Context: an optimization exercise on an open-source flow, tuned for small area, a short achievable clock period and few clock cycles per item. The choices shown serve that exercise and are no tape-out recipe. RTL that was checked went through simulation tests only; none was proved equivalent to the original. For run 1, only the layout was checked, not whether the RTL still works.

`flow/config.mk`:
```
export PLATFORM = sky130hd
export DESIGN_NAME = line_escape_motion_controller
export DESIGN_NICKNAME = line_escape_motion_controller
export VERILOG_FILES = /design/flow/design.v
export SDC_FILE = /design/flow/constraint.sdc
export NUM_CORES = 4
export LEC_CHECK = 0
export CAP_MARGIN = 20
export CORE_MARGIN = 2
export CORE_UTILIZATION = 40
export SLEW_MARGIN = 20
```
`flow/constraint.sdc`:
```
create_clock -name core_clock -period 11.0 [get_ports {clk}]
set_input_delay 2.2000 -clock core_clock [delete_from_list [all_inputs] [get_ports {clk}]]
set_output_delay 2.2000 -clock core_clock [all_outputs]
set_load 0.01 [all_outputs]
```
`flow/design.v`:
```
package lemc_pkg;
	localparam int MOT_W  = 16;
	localparam int AREA_W = 16;
	localparam int REG_W  = 16;
	localparam int TICK_W = 7;
	localparam int DIST_W = 8;
	localparam logic [DIST_W-1:0] NEAR_DIST = 8'd11;
endpackage
module lemc_qmul (
	input  logic signed [15:0] op,
	input  logic signed [17:0] o3,
	input  logic               m1_1,
	input  logic               m1_1024,
	input  logic               m1_2048,
	input  logic               m1_4096,
	input  logic               k0,
	input  logic               k1,
	input  logic               k2,
	input  logic               neg,
	output logic signed [17:0] r
);
	logic signed [28:0] o, t3, m1, a0, a4, a8, p;
	assign o  = 29'(op);
	assign t3 = 29'(o3);
	assign m1 = (m1_1 ? o : 29'sd0) | (m1_1024 ? (o <<< 10) : 29'sd0)
		| (m1_2048 ? (o <<< 11) : 29'sd0) | (m1_4096 ? (o <<< 12) : 29'sd0);
	assign a0 = (k0 ? t3 : 29'sd0) | (k1 ? (t3 <<< 1) : 29'sd0) | (k2 ? (t3 <<< 2) : 29'sd0);
	assign a4 = (k0 ? (t3 <<< 4) : 29'sd0) | (k1 ? (t3 <<< 5) : 29'sd0) | (k2 ? (t3 <<< 6) : 29'sd0);
	assign a8 = (k0 ? (t3 <<< 8) : 29'sd0) | (k1 ? (t3 <<< 9) : 29'sd0) | (k2 ? (t3 <<< 10) : 29'sd0);
	assign p  = m1 + a0 + a4 + a8 - 29'(neg);
	assign r  = {p[28], p[28:12]} ^ {18{neg}};
endmodule
module line_escape_motion_controller (
	input  logic                                clk,
	input  logic                                arst_n,
	input  logic                                cfg_we,
	input  logic [0:0]                          cfg_index,
	input  logic [lemc_pkg::REG_W-1:0]          cfg_data,
	input  logic                                in_valid,
	output logic                                in_ready,
	input  logic                                on_line,
	input  logic                                front_level,
	input  logic                                back_level,
	input  logic                                right_level,
	input  logic                                left_level,
	input  logic signed [lemc_pkg::MOT_W-1:0]   move_x,
	input  logic signed [lemc_pkg::MOT_W-1:0]   move_y,
	input  logic [lemc_pkg::DIST_W-1:0]         ir_distance,
	output logic                                out_valid,
	input  logic                                out_ready,
	output logic signed [lemc_pkg::MOT_W-1:0]   drive_x,
	output logic signed [lemc_pkg::MOT_W-1:0]   drive_y
);
	logic [15:0] armed_q, keep_q;
	logic [6:0]  ticks_q;
	logic [15:0] front_q, back_q, right_q, left_q;
	logic        vi_q, step_q, a2_q, on_q, early_q, damp_q, clr_q, near_q, koy_q;
	logic        see_f_q, see_b_q, see_r_q, see_l_q;
	logic signed [15:0] x_q, y_q;
	logic signed [17:0] x3_q, y3_q;
	logic        ov_q;
	logic signed [15:0] dx_q, dy_q;
	logic out_free, fire, accept, stepa;
	assign out_free = !ov_q || out_ready;
	assign in_ready = !vi_q || ((on_q || step_q) && out_free);
	assign accept   = in_valid && in_ready;
	assign fire     = vi_q && (on_q || step_q) && out_free;
	assign stepa    = vi_q && !on_q && !step_q && !a2_q;
	logic xm_1, xm_2048, xm_4096, xk0, xk1, xk2, xneg;
	logic ym_1, ym_1024, ym_4096, yk0, yk1, yk2, yneg, y_use_x;
	logic signed [17:0] xr, yr;
	logic signed [15:0] y_op;
	logic signed [17:0] y_o3, x3_d, y3_d;
	logic signed [15:0] x3_src;
	always_comb begin
		xm_1 = 1'b0; xm_2048 = 1'b0; xm_4096 = 1'b0; xk0 = 1'b0; xk1 = 1'b0; xk2 = 1'b0;
		xneg = 1'b0;
		ym_1 = 1'b0; ym_1024 = 1'b0; ym_4096 = 1'b0; yk0 = 1'b0; yk1 = 1'b0; yk2 = 1'b0;
		yneg = 1'b0; y_use_x = 1'b0;
		if (on_q) begin
			xneg = 1'b1;
			yneg = 1'b1;
			if (early_q) begin
				xm_4096 = 1'b1; xk0 = 1'b1;
				ym_1 = 1'b1; yk2 = 1'b1;
			end else begin
				xm_1 = 1'b1; xk2 = 1'b1;
				ym_1024 = 1'b1; yk1 = 1'b1;
			end
		end else if (!step_q) begin   
			xk1 = 1'b1;
			ym_4096 = 1'b1; yk0 = 1'b1; yneg = y_q[15];
		end else begin
			xm_2048 = 1'b1; xk0 = 1'b1; xneg = x_q[15];
			ym_1024 = 1'b1; yk1 = 1'b1; y_use_x = 1'b1;
		end
	end
	assign y_op = y_use_x ? x_q : y_q;
	assign y_o3 = y_use_x ? x3_q : y3_q;
	assign x3_src = a2_q ? x_q : move_x;
	assign x3_d = 18'(x3_src) + (18'(x3_src) <<< 1);
	assign y3_d = 18'(move_y) + (18'(move_y) <<< 1);
	lemc_qmul u_xmul (
		.op (x_q), .o3 (x3_q), .m1_1 (xm_1), .m1_1024 (1'b0), .m1_2048 (xm_2048), .m1_4096 (xm_4096),
		.k0 (xk0), .k1 (xk1), .k2 (xk2), .neg (xneg), .r (xr)
	);
	lemc_qmul u_ymul (
		.op (y_op), .o3 (y_o3), .m1_1 (ym_1), .m1_1024 (ym_1024), .m1_2048 (1'b0), .m1_4096 (ym_4096),
		.k0 (yk0), .k1 (yk1), .k2 (yk2), .neg (yneg), .r (yr)
	);
	function automatic logic signed [15:0] sat16(input logic signed [17:0] v);
		if (v[16] != v[15]) sat16 = {v[16], {15{!v[16]}}};
		else sat16 = v[15:0];
	endfunction
	logic signed [15:0] xd, yd, xm, ym, on_x, on_y;
	logic x_gt0, x_lt0, x_ltm1, y_gt0, y_lt0, y_ltm1;
	logic xpos, xneg_v, ypos, yneg_v, cx1, cx2, cy1, cy2;
	logic [15:0] front_a, back_a, right_a, left_a;
	assign x_lt0  = x_q[15];
	assign x_gt0  = !x_q[15] && (|x_q[14:0]);
	assign x_ltm1 = x_q[15] && !(&x_q[14:0]);
	assign y_lt0  = y_q[15];
	assign y_gt0  = !y_q[15] && (|y_q[14:0]);
	assign y_ltm1 = y_q[15] && !(&y_q[14:0]);
	assign xd = sat16(xr);
	assign yd = sat16(yr);
	assign xm = damp_q ? xd : x_q;
	assign ym = damp_q ? yd : y_q;
	assign xpos   = damp_q ? x_ltm1 : x_gt0;
	assign xneg_v = damp_q ? x_gt0 : x_lt0;
	assign ypos   = damp_q ? y_ltm1 : y_gt0;
	assign yneg_v = damp_q ? y_gt0 : y_lt0;
	assign cy1 = (|front_q) && ypos;
	assign cy2 = (|back_q) && (cy1 || yneg_v);
	assign cx1 = (|right_q) && xpos;
	assign cx2 = (|left_q) && (cx1 || xneg_v);
	always_comb begin
		if (early_q) begin
			on_x = xm;
			on_y = ym;
		end else begin
			on_x = cx2 ? 16'sd2867 : (cx1 ? -16'sd2867 : xm);
			on_y = cy2 ? 16'sd2662 : (cy1 ? -16'sd2662 : ym);
		end
	end
	assign front_a = (early_q && see_f_q && front_q < armed_q) ? armed_q : front_q;
	assign back_a  = (early_q && see_b_q && back_q  < armed_q) ? armed_q : back_q;
	assign right_a = (early_q && see_r_q && right_q < armed_q) ? armed_q : right_q;
	assign left_a  = (early_q && see_l_q && left_q  < armed_q) ? armed_q : left_q;
	logic signed [15:0] v_op;
	logic [15:0] a_p, a_n, a_d, a_o, new_p, new_n;
	logic [16:0] d;
	logic signed [17:0] sub, e;
	logic cond_p, cond_n, drain, ko, c1, c2;
	logic signed [16:0] y5;
	logic signed [15:0] y1, off_x, off_y;
	assign v_op   = step_q ? x_q : y_q;
	assign a_p    = step_q ? right_q : front_q;
	assign a_n    = step_q ? left_q : back_q;
	assign cond_p = (|a_p) && v_op[15];
	assign cond_n = (|a_n) && !v_op[15] && (|v_op[14:0]);
	assign drain  = cond_p || cond_n;
	assign a_d    = cond_n ? a_n : a_p;
	assign a_o    = cond_n ? a_p : a_n;
	assign d      = step_q ? xr[16:0] : yr[16:0];
	assign sub    = $signed({2'b00, a_d}) - $signed({1'b0, d});
	assign e      = $signed({2'b00, a_d}) - $signed({2'b00, keep_q});
	assign c1     = drain ? (e > $signed({1'b0, d})) : (e > 18'sd0);
	assign c2     = a_o > keep_q;
	assign ko     = c1 || c2;
	assign new_p  = (near_q || (cond_p && sub[17])) ? 16'd0 : (cond_p ? sub[15:0] : a_p);
	assign new_n  = (near_q || (cond_n && sub[17])) ? 16'd0 : (cond_n ? sub[15:0] : a_n);
	assign y5    = 17'(y_q) + 17'(y_q >>> 2);
	assign y1    = (y5[16] != y5[15]) ? {y5[16], {15{!y5[16]}}} : y5[15:0];
	assign off_x = ko ? 16'sd0 : (drain ? yr[15:0] : x_q);
	assign off_y = koy_q ? 16'sd0 : (drain ? (y_q >>> 1) : y_q);
	always_ff @(posedge clk or negedge arst_n) begin
		if (!arst_n) begin
			armed_q <= 16'd4096;
			keep_q  <= 16'd2048;
			ticks_q <= '0;
			front_q <= '0;
			back_q  <= '0;
			right_q <= '0;
			left_q  <= '0;
			vi_q    <= 1'b0;
			step_q  <= 1'b0;
			a2_q    <= 1'b0;
			ov_q    <= 1'b0;
		end else begin
			if (cfg_we) begin
				if (cfg_index == 1'b0) armed_q <= cfg_data;
				else keep_q <= cfg_data;
			end
			if (accept) begin
				if (!on_line) ticks_q <= '0;
				else if (ticks_q != 7'd127) ticks_q <= ticks_q + 7'd1;
			end
			if (in_ready) begin
				vi_q   <= in_valid;
				step_q <= 1'b0;
				a2_q   <= 1'b0;
			end else if (stepa) begin
				a2_q   <= drain;
				step_q <= !drain;
			end else if (a2_q) begin
				a2_q   <= 1'b0;
				step_q <= 1'b1;
			end
			if (fire) ov_q <= 1'b1;
			else if (out_ready) ov_q <= 1'b0;
			if (fire && on_q) begin
				front_q <= clr_q ? 16'd0 : front_a;
				back_q  <= clr_q ? 16'd0 : back_a;
				right_q <= clr_q ? 16'd0 : right_a;
				left_q  <= clr_q ? 16'd0 : left_a;
			end
			if (stepa) begin
				front_q <= new_p;
				back_q  <= new_n;
			end
			if (fire && !on_q) begin
				right_q <= new_p;
				left_q  <= new_n;
			end
		end
	end
	always_ff @(posedge clk) begin
		if (in_ready) begin
			on_q    <= on_line;
			x_q     <= move_x;
			y_q     <= move_y;
			x3_q    <= x3_d;
			y3_q    <= y3_d;
			see_f_q <= !front_level;
			see_b_q <= !back_level;
			see_r_q <= !right_level;
			see_l_q <= !left_level;
			near_q  <= ir_distance < lemc_pkg::NEAR_DIST;
			early_q <= (ticks_q[6:3] == 4'd0) && (ticks_q[2:0] != 3'd7);
			damp_q  <= !ticks_q[6] || (!ticks_q[5] && (!ticks_q[4] || !(ticks_q[3] || ticks_q[2])));
			clr_q   <= &ticks_q[6:3];
		end else if (stepa) begin
			if (drain) begin
				x_q <= xr[15:0];
				y_q <= y1;
			end
			koy_q <= ko;
		end else if (a2_q) begin
			x3_q <= x3_d;
		end
		if (fire) begin
			dx_q <= on_q ? on_x : off_x;
			dy_q <= on_q ? on_y : off_y;
		end
	end
	assign out_valid = ov_q;
	assign drive_x   = dx_q;
	assign drive_y   = dy_q;
endmodule
```
`flow/run.sh`:
```
#!/bin/bash
# synth_recipe.tcl (not shown) runs the flow's synth.tcl, then flattens the netlist and writes it again
# the make line also repeats each setting of config.mk as NAME=value (left out here)
make -C /OpenROAD-flow-scripts/flow DESIGN_CONFIG=/design/flow/config.mk WORK_HOME=/design/flow/orfs CLKGATE_MAP_FILE= SYNTH_SCRIPT=/design/flow/synth_recipe.tcl finish
```
==> impl_metrics.env, run 1 <==
export IMPL_cap_viol_max_count=0
export IMPL_clockBufferDepth=3
export IMPL_vias=22700
export IMPL_syn_area_per_cell_um2=8.73
export IMPL_fin_ws_ns=1.88
export IMPL_finalClockSkew_ns=0.0261
export IMPL_ys_top_cells_by_area="ha_1, edfxtp_1, dfrtp_1"
export IMPL_final_area_um2=27700
export IMPL_path_clk_slew_ns=0.06
export IMPL_first_global_vias=21700
export IMPL_cts_tree="yes"
export IMPL_synthTopCellsByCount="ha_1, inv_1, a21oi_1, nand2_1, nor2_1"
export IMPL_area_delta_synth_final_pct=11.6
export IMPL_relSlewSlack_pct=17.2
export IMPL_wl_per_cell_um=23.4
export IMPL_crit_slowest_cell="xnor2_1"
export IMPL_cp_slowest_stage_delay_ns=0.80
export IMPL_drv_slew=0
export IMPL_critPathTopFamily="compound AO/OA/AOI/OAI gates"
export IMPL_setup_viol=0
export IMPL_ys_flop_type="edfxtp_1"
export IMPL_port_buffers=100
export IMPL_fin_setup_tns_ns=0
export IMPL_synth_area_um2=24800
export IMPL_yosysMostFrequentCell="ha_1"
export IMPL_crit_required_ns=11.53
export IMPL_ys_warn_count=1
export IMPL_timing_final_hold_violations=0
export IMPL_drc=0
export IMPL_period_share_pct=82.9
export IMPL_worstSkewPairLatency_ns=0.60
export IMPL_synth_seq_area_share_pct=24.1
export IMPL_fin_util_pct=45.0
export IMPL_firstDrtPassIters=9
export IMPL_drive_gt1_share_pct=8.53
export IMPL_postSynth_asyncResetShare_pct=49.3
export IMPL_synth_edff_count=110
export IMPL_ctsHoldBuffers=0
export IMPL_die_x_um=253
export IMPL_hp_class="flop to flop"
export IMPL_track_usage_pct=27.0
export IMPL_synth_top_area_share_pct=13.7
export IMPL_hpwlAfterDp_um=67600
export IMPL_dieArea_um2=64100
export IMPL_row_count=91
export IMPL_grt_max_degree=74
export IMPL_antenna_found_initial=0
export IMPL_pre_cts_ws_ns=1.86
export IMPL_start_util_pct=40.3
export IMPL_layout_min_cycle_time_ns=9.12
export IMPL_numCtsBuffers=29
export IMPL_worstPathMaxFanout=32
export IMPL_synth_distinct_cells=103
export IMPL_end_kind="flop"
export IMPL_htreeDepth=1
export IMPL_syn_num_nets=3256
export IMPL_numClockSinks=217
export IMPL_postCtsSetupRepairBufs=0
export IMPL_arrival_ns=9.65
export IMPL_core_um2=61600
export IMPL_placed_cell_area_um2=26700
export IMPL_drtIter0Drc=2272
export IMPL_io_pins=101
export IMPL_status="timing/DRC/antenna clean"
export IMPL_dieHeight_um=253
export IMPL_worstSetupStartpointType="flop"
export IMPL_ant_nets=0
export IMPL_nets=3284
export IMPL_root_buffer="clkbuf_16"
export IMPL_via_per_inst=6.07
export IMPL_place_gp_congestion=0.976
export IMPL_critical_path_buf_inv_count=5
export IMPL_critical_path_class="flop to flop"
export IMPL_clock_fmax_mhz=110
export IMPL_ys_ff_latch=217
export IMPL_synth_area_leader_cell="ha_1"
export IMPL_overflow=0
export IMPL_synthCells=2846
export IMPL_wirelength_um=87500
export IMPL_ctsResizeCount=0
export IMPL_rsz0062_at_grt="false"
export IMPL_worstMarginPinSlew_ns=1.24
export IMPL_grt_pass1_wl_um=133000
## layout by cell type, fill, tap and decap left out, types with 23 or more instances in the layout
cell,count
ha_1,272
inv_1,254
a21oi_1,230
nand2_1,220
nor2_1,198
o21ai_0,188
edfxtp_1,110
xnor2_1,105
dfrtp_1,104
clkdlybuf4s50_1,99
mux2_2,77
a21o_1,72
fa_1,71
mux2i_1,59
a211oi_1,57
nor2b_1,44
xor2_1,41
a22o_1,40
buf_4,39
o21a_1,36
nand3_1,35
nand2b_1,31
clkbuf_16,29
and2_1,27
maj3_1,27
nor3_1,26
a22oi_1,26
mux4_2,24
o211ai_1,23
## final timing paths
kind | start | end | slack [ns] | cells after the start
worst max register to register | step_q | front_q[5] | 1.88 | 33
worst min-delay path | keep_q[15] | keep_q[15] | 0.51 | 1
worst min register to register | keep_q[15] | keep_q[15] | 0.51 | 1
worst max-delay path | step_q | front_q[5] | 1.88 | 33
max in group asynchronous | arst_n | front_q[2] | 8.09 | 2
min in group asynchronous | arst_n | left_q[10] | 1.68 | 1
## layout make-up
class / instances / area, um^2
Fill cell: 6021 / 33900
Multi-Input combinational cell: 2231 / 17400
Sequential cell: 217 / 5990
Timing Repair Buffer: 139 / 1310
Tap cell: 837 / 1050
Inverter: 256 / 961
Clock buffer: 33 / 741
Clock inverter: 20 / 270
Antenna cell: 1 / 2.50
## per-stage QoR
stage                     std cells  hold WS, ns
after CTS                      3732        0.510
after floorplan                2846        0.461
after detailed placement       3679        0.498
after global placement         3679        0.478
after global routing           3733        0.526
final                          3734        0.508
## routing by layer
layer  vias to the layer above  share of wire, %  global-route usage (%)
li1                      10300                 -                       -
met1                     11100                44                    38.0
met2                      1053                43                    41.2
met3                       203               8.8                    5.01
met4                         0               4.0                    10.3
met5                         -                 0                       0
## sequential cells by signal, indices dropped and copies added, names as in the netlist, 7 cells and up
signal,cells
front_q,16
x3_q,18
left_q,16
dx_q,16
back_q,16
y3_q,18
dy_q,16
ticks_q,7
x_q,16
keep_q,16
y_q,16
armed_q,16
right_q,16
## cells by family (layout without fill, tap and decap cells)
family / after synthesis / in the layout / share of synthesized area (%)
DFF: 217 / 217 / 24.1
xor gates and xnor gates: 147 / 147 / 5.24
muxes: 162 / 162 / 8.15
and+or+nand+nor: 699 / 699 / 13.4
other: 0 / 1 / 0
adders and majority gates: 372 / 372 / 20.6
AOI/OAI and AO/OA: 851 / 851 / 22.4
buffers and inverters: 398 / 448 / 6.18
==> run 2: changes to the inputs <==
--- a/flow/design.v
+++ b/flow/design.v
@@ -150,7 +150,7 @@
 	logic signed [15:0] v_op;
 	logic [15:0] a_p, a_n, a_d, a_o, new_p, new_n;
 	logic [16:0] d;
-	logic signed [17:0] sub, e;
+	logic signed [17:0] sub, e, ad_s, d_s, k_s;
 	logic cond_p, cond_n, drain, ko, c1, c2;
 	logic signed [16:0] y5;
 	logic signed [15:0] y1, off_x, off_y;
@@ -163,9 +163,12 @@
 	assign a_d    = cond_n ? a_n : a_p;
 	assign a_o    = cond_n ? a_p : a_n;
 	assign d      = step_q ? xr[16:0] : yr[16:0];
-	assign sub    = $signed({2'b00, a_d}) - $signed({1'b0, d});
-	assign e      = $signed({2'b00, a_d}) - $signed({2'b00, keep_q});
-	assign c1     = drain ? (e > $signed({1'b0, d})) : (e > 18'sd0);
+	assign ad_s   = {2'b00, a_d};
+	assign d_s    = {1'b0, d};
+	assign k_s    = {2'b00, keep_q};
+	assign sub    = ad_s - d_s;
+	assign e      = ad_s - k_s;
+	assign c1     = drain ? (e > d_s) : (e > 18'sd0);
 	assign c2     = a_o > keep_q;
 	assign ko     = c1 || c2;
 	assign new_p  = (near_q || (cond_p && sub[17])) ? 16'd0 : (cond_p ? sub[15:0] : a_p);
==> run 2 against run 1 <==
  * Non-clock buffer count unchanged
  * Critical path depth is the same
  * Maximum frequency is the same
  * Via count unchanged
  * Flip-flop and latch count is the same
  * Count of clock-buffer cells in the layout unchanged
  * Clock skew unchanged
  * Global-route usage did not move
==> impl_metrics.env, run 2 <==
export IMPL_status="timing/DRC/antenna clean"
export IMPL_arrival_ns=9.65
export IMPL_timing_final_hold_violations=0
export IMPL_synth_adder_area_share_pct=20.6
export IMPL_met2_usage_pct=41.2
export IMPL_clockBufferDepth=3
export IMPL_vias=22700
export IMPL_hpwlAfterDp_um=67600
export IMPL_track_usage_pct=27.0
export IMPL_relSlewSlack_pct=17.2
export IMPL_fin_util_pct=45.0
export IMPL_grt_pass1_wl_um=133000
export IMPL_yosys_area_share_xor_xnor_pct=5.24
export IMPL_io_pins=101
export IMPL_cp_slowest_stage_delay_ns=0.80
export IMPL_ys_top_cells_by_area="ha_1, edfxtp_1, dfrtp_1"
export IMPL_critical_path_class="flop to flop"
export IMPL_synthCells=2846
export IMPL_mostFrequentLayoutCell="ha_1"
export IMPL_layout_min_cycle_time_ns=9.12
export IMPL_wl_per_cell_um=23.4
export IMPL_place_gp_congestion=0.976
export IMPL_synth_top_family_by_area="compound AO/OA/AOI/OAI gates"
export IMPL_ys_flop_type="edfxtp_1"
export IMPL_fin_setup_tns_ns=0
export IMPL_drive_gt1_share_pct=8.53
export IMPL_ctsHoldBuffers=0
export IMPL_synth_area_um2=24800
export IMPL_worstSkewPairLatency_ns=0.60
export IMPL_crit_slowest_cell="xnor2_1"
export IMPL_synth_distinct_cells=103
export IMPL_nets=3284
export IMPL_final_cell_mix="ha_1, inv_1, a21oi_1"
export IMPL_port_buffers=100
export IMPL_dieArea_um2=64100
export IMPL_end_kind="flop"
export IMPL_drc=0
export IMPL_synth_seq_area_share_pct=24.1
export IMPL_crit_required_ns=11.53
export IMPL_row_count=91
export IMPL_cts_tree="yes"
export IMPL_top_usage_layer="met2"
export IMPL_synth_area_leader_cell="ha_1"
export IMPL_worstSetupStartpointType="flop"
export IMPL_worstPathMaxFanout=32
export IMPL_postCtsSetupRepairBufs=0
export IMPL_rsz0062_at_grt="false"
export IMPL_muxShareOfSynthArea_pct=8.15
export IMPL_syn_num_nets=3256
export IMPL_overflow=0
export IMPL_yosys_area_share_simple_pct=13.4
export IMPL_start_util_pct=40.3
export IMPL_synthTopCellsByCount="ha_1, inv_1, a21oi_1, nand2_1, nor2_1"
export IMPL_cap_viol_max_count=0
export IMPL_drv_slew=0
export IMPL_via_per_inst=6.07
export IMPL_grt_max_degree=74
export IMPL_area_delta_synth_final_pct=11.6
export IMPL_hp_class="flop to flop"
export IMPL_met3_usage_pct=5.01
export IMPL_finalClockSkew_ns=0.0261
export IMPL_reg_top3="x3_q x18, y3_q x18"
export IMPL_yosysMostFrequentCell="ha_1"
export IMPL_clock_fmax_mhz=110
export IMPL_period_share_pct=82.9
export IMPL_worstMarginPinSlew_ns=1.24
export IMPL_grt_use_met1_pct=38.0
export IMPL_dieHeight_um=253
export IMPL_firstDrtPassIters=9
export IMPL_die_x_um=253
export IMPL_ys_warn_count=1
export IMPL_syn_area_per_cell_um2=8.73
export IMPL_htreeDepth=1
export IMPL_numClockSinks=217
export IMPL_antenna_found_initial=0
export IMPL_synth_compound_area_share_pct=22.4
export IMPL_synth_top_area_share_pct=13.7
export IMPL_path_clk_slew_ns=0.06
export IMPL_synth_edff_count=110
export IMPL_root_buffer="clkbuf_16"
export IMPL_ctsResizeCount=0
export IMPL_core_um2=61600
export IMPL_critical_path_buf_inv_count=5
export IMPL_setup_viol=0
export IMPL_wirelength_um=87500
export IMPL_fillerInstances=6021
export IMPL_postSynth_asyncResetShare_pct=49.3
export IMPL_first_global_vias=21700
export IMPL_ys_ff_latch=217
export IMPL_ant_nets=0
export IMPL_numCtsBuffers=29
export IMPL_drtIter0Drc=2272
export IMPL_critPathTopFamily="compound AO/OA/AOI/OAI gates"
[run 2: cell counts after synthesis]
No cell type changed its count.
[run 2: metal layers]
metal	share of wire, %	vias up
met4	4.0	0
met1	44	11100
met5	0	-
met2	43	1053
met3	8.8	203
li1	-	10300
[run 2: final timing paths]
kind / from / end / slack, ns / cells past startpoint
min in group asynchronous: arst_n / left_q[10] / 1.68 / 1
hold reg to reg: keep_q[15] / keep_q[15] / 0.51 / 1
setup / recovery: step_q / front_q[5] / 1.88 / 33
hold / removal: keep_q[15] / keep_q[15] / 0.51 / 1
setup reg to reg: step_q / front_q[5] / 1.88 / 33
max in group asynchronous: arst_n / front_q[2] / 8.09 / 2
[run 2: cell families (layout without fill, tap and decap cells)]
kind of cell	count (synthesis)	after routing
compound gates	851	851
xor+xnor	147	147
fa+ha+maj	372	372
buf+inv	398	448
flops	217	217
mux	162	162
other cells	0	1
simple gates	699	699
[run 2: cell type report]
cell class,count,area [um^2],area share (%)
diodes,1,2.50,0.00903
clock buffers,33,741,2.67
clock inverters,20,270,0.975
inverters,256,961,3.47
multi-input cells,2231,17400,62.8
flip-flops and latches,217,5990,21.6
well taps,837,1050,3.78
repair buffers,139,1310,4.73
[run 2: metrics by stage]
step | hold slack, ns | cells | setup slack (ns) | cell area [um^2]
global placement | 0.478 | 3679 | 2.05 | 26700
floorplan | 0.461 | 2846 | 2.45 | 24800
detailed placement | 0.498 | 3679 | 1.86 | 26700
CTS | 0.510 | 3732 | 1.80 | 27700
finish | 0.508 | 3734 | 1.88 | 27700
global route | 0.526 | 3733 | 1.58 | 27700
Testbench counts of run 2, summed over its fixed seeds: cycles 12,726, items 12,000.

==> separate check: timing with driven ports <==
No port has a modelled driver above. Below, the same layouts with a new extraction and two added sets of constraints. Step 1: set_driving_cell puts a clkbuf_16 on clk and a buf_2 on each other input, an assumption about the parent block. Step 2 also shifts input and output timing later by t, the mid clock arrival at the registers, as if the neighbouring blocks saw the same clock. Three values: ideal ports, drivers, drivers and shift; two values: the first two.
| run | shift t [ns] | setup slack, ns | hold slack, ns | worst setup path after step 2 | worst register clock-pin slew, ns |
|---|---|---|---|---|---|
| run 1 | 0.649 | 1.879 / 1.879 / 1.879 | 0.508 / 0.508 / 0.508 | register to register | 0.07 / 0.07 |
| run 2 | 0.649 | 1.879 / 1.879 / 1.879 | 0.508 / 0.508 / 0.508 | register to register | 0.07 / 0.07 |
After both steps setup and hold are still met in every run listed.
